From an optimization exercise on the open Yosys and OpenROAD flow, aimed at a short achievable clock period, few clock cycles and low power; shortcuts taken in it are not production practice. At most, simulation tests tie the RTL to the original design; equivalence was not proved. No activity file was given, so power comes from the tool's default toggle rates.

== v46 ==
Design armCore, start of the top module:
module armCore (
    input logic clk,
    input logic reset,
    output logic [31:0] adr,
    output logic [31:0] writeData,
    input logic [31:0] readData,
    output logic memWrite
);
    logic [10:2] pc;         
    logic [31:0] ir;
    logic [31:0] opA, opB;
    logic exDp;              
    logic exMem;             
    logic exStore;           
    logic exBr;              
    logic exSeq;             
    logic flagN, flagZ, flagC, flagV;
    logic [31:0] regs [0:14];
    function automatic logic condTest(input logic [3:0] c, input logic n, input logic z,
                                      input logic cf, input logic v);
        case (c)
            4'b0000: condTest = z;
            4'b0001: condTest = ~z;
            4'b0010: condTest = cf;
            4'b0011: condTest = ~cf;
            4'b0100: condTest = n;
            4'b0101: condTest = ~n;
            4'b0110: condTest = v;
            4'b0111: condTest = ~v;
            4'b1000: condTest = cf & ~z;
            4'b1001: condTest = ~cf | z;
            4'b1010: condTest = (n == v);
            4'b1011: condTest = (n != v);
            4'b1100: condTest = ~z & (n == v);
            4'b1101: condTest = z | (n != v);
            4'b1110: condTest = 1'b1;
            default: condTest = 1'b0;
        endcase
    endfunction
    logic [3:0] rd;
    logic loadBit;
    assign loadBit = ir[20];
    assign rd = ir[15:12];
    logic exAnd, exEor, exOrr, exAdd, exSub;     
    logic exFlagNZ, exFlagCV;                    
    logic [31:0] aluResult;
    logic [32:0] sum;
    logic newN, newZ, newC, newV;
    logic zAdd, zSub, zEor, zAnd, zOrr;
    armAdd32 aluAdd (.a(opA), .b(opB), .cin(exSub), .s(sum));
  ...
Settings: LEC_CHECK=0, ABC_CLOCK_PERIOD_IN_PS=2500, CAP_MARGIN=20, CORE_MARGIN=2, CORE_UTILIZATION=40, CTS_BUF_LIST=sky130_fd_sc_hd__clkbuf_8, CTS_CLUSTER_DIAMETER=50, CTS_CLUSTER_SIZE=24, SETUP_SLACK_MARGIN=3.5, SLEW_MARGIN=20, SYNTH_HIERARCHICAL=1, SYNTH_MINIMUM_KEEP_SIZE=0; clock period 7.5 ns.
run.sh (not shown) runs the stock make flow with config.mk's settings and CLKGATE_MAP_FILE= SYNTH_SCRIPT=/design/flow/synth_recipe.tcl, a recipe that flattens the netlist after the stock synthesis.
Testbench counts of v46, summed over its fixed seeds: cycles 79,078.
The inputs of v23 differ from those of v46 as listed below.
Settings: removing CTS_BUF_LIST (formerly sky130_fd_sc_hd__clkbuf_8); removing CTS_CLUSTER_SIZE (formerly 24); removing CTS_CLUSTER_DIAMETER (formerly 50).
## What came out
- Lower clock share of power was reported by v46, not v23.
- In terms of global-route total usage across every layer, v23 and v46 differ only marginally.
- On sequential cell area, v46 tracks v23 almost exactly.
- Filler-free cell count of the finished design, v46 and v23: lower on v23
- v23 vs v46: count of clock-buffer cells in the layout up in v23
- Compared v46 against v23; sequential power within noise.
#### Input delta (v40 over v23)
Settings: setting CTS_CLUSTER_DIAMETER to 60 for the first time; setting CTS_CLUSTER_SIZE to 30 for the first time; setting CTS_BUF_LIST to sky130_fd_sc_hd__clkbuf_16 for the first time.
## What came out
Routed length on met2 up about 1% in v40 wrt v23
v40: share of power burned in the clock network is 3.1 points lower than what v23 reported.
On area growth from synthesis to final layout, the higher figure sits with v23, not v40.

* * *

armCore, a different RTL version from the one above (not shown whole).
Size: about 2,600 cells after synthesis, roughly 99 I/O pins, roughly 34,000 µm² of cells after synthesis.
Design armCore, start of the top module:
module armCore (
    input logic clk,
    input logic reset,
    output logic [31:0] adr,
    output logic [31:0] writeData,
    input logic [31:0] readData,
    output logic memWrite
);
    logic [10:2] pc;         
    logic [31:0] ir;
    logic [31:0] opA, opB;
    logic exDp;              
    logic exMem;             
    logic exStore;           
    logic exBr;              
    logic exSeq;             
    logic flagN, flagZ, flagC, flagV;
    logic [31:0] regs [0:14];
    function automatic logic condTest(input logic [3:0] c, input logic n, input logic z,
                                      input logic cf, input logic v);
        case (c)
            4'b0000: condTest = z;
            4'b0001: condTest = ~z;
            4'b0010: condTest = cf;
            4'b0011: condTest = ~cf;
            4'b0100: condTest = n;
            4'b0101: condTest = ~n;
            4'b0110: condTest = v;
            4'b0111: condTest = ~v;
            4'b1000: condTest = cf & ~z;
            4'b1001: condTest = ~cf | z;
            4'b1010: condTest = (n == v);
            4'b1011: condTest = (n != v);
            4'b1100: condTest = ~z & (n == v);
            4'b1101: condTest = z | (n != v);
            4'b1110: condTest = 1'b1;
            default: condTest = 1'b0;
        endcase
    endfunction
    logic [3:0] rd;
    logic loadBit;
    assign loadBit = ir[20];
    assign rd = ir[15:12];
    logic exAnd, exEor, exOrr, exAdd, exSub;     
    logic exFlagNZ, exFlagCV;                    
    logic [31:0] aluResult;
    logic [32:0] sum;
    logic newN, newZ, newC, newV, carry31;
  ...
make LEC_CHECK=0 ABC_CLOCK_PERIOD_IN_PS=2500 CAP_MARGIN=20 CORE_MARGIN=2 CORE_UTILIZATION=40 CTS_BUF_LIST=sky130_fd_sc_hd__clkbuf_16 CTS_CLUSTER_DIAMETER=60 CTS_CLUSTER_SIZE=30 SETUP_SLACK_MARGIN=4.0 SLEW_MARGIN=20 SYNTH_HIERARCHICAL=1 SYNTH_MINIMUM_KEEP_SIZE=0 finish   # period 7.5 ns
Then changed:
Settings changed: SETUP_SLACK_MARGIN 4.0 to 3.5.
Power went down by 4.4%.
Clock power is lower by about 4%.
Sequential power hardly moves.
Maximum frequency decreases by 3.8%.
Die area does not change.
Clock-buffer cell count shrinks by 2.
Cell area came out lower by 3.5%.
No functional check of the RTL was part of any run of this note.

## afterwards: timing with drivers on the ports
How much do the figures lean on ideal ports? The routed layouts below were timed once more, with nothing changed but the port constraints. Step 1, drivers: a clkbuf_16 drives clk and a buf_2 each remaining input, both assumed. Step 2 adds t to the input delays and takes it off the output delays; t is the mean of the earliest and latest rising clock arrival at the registers after step 1. Input paths then give back, and output paths get back, about the clock's delay inside the block. Slacks: ideal / step 1 / step 2; pairs: ideal / step 1.
| run | t, ns | setup WS [ns] | slew at the worst register clock pin (ns) | worst data-port slew with drivers (ns) | cell pins on the clock port's net |
|---|---|---|---|---|---|
| v46 | 0.770 | 3.437 / 3.244 / 2.475 | 0.11 / 0.11 | 0.32 | 1 |
| v23 | 0.677 | 3.398 / 3.221 / 2.544 | 0.07 / 0.07 | 0.31 | 1 |
| v40 | 0.692 | 3.408 / 3.209 / 2.517 | 0.10 / 0.10 | 0.34 | 1 |
| the first run of note 2 | 0.684 | 3.377 / 3.259 / 2.575 | 0.10 / 0.10 | 0.35 | 1 |
| the second run of note 2 | 0.685 | 3.216 / 3.202 / 2.517 | 0.11 / 0.11 | 0.23 | 1 |
After both steps every run listed still meets setup and hold. The setup slack of v46, which loses most, moves by -0.193 ns with the drivers and by -0.962 ns with both steps.
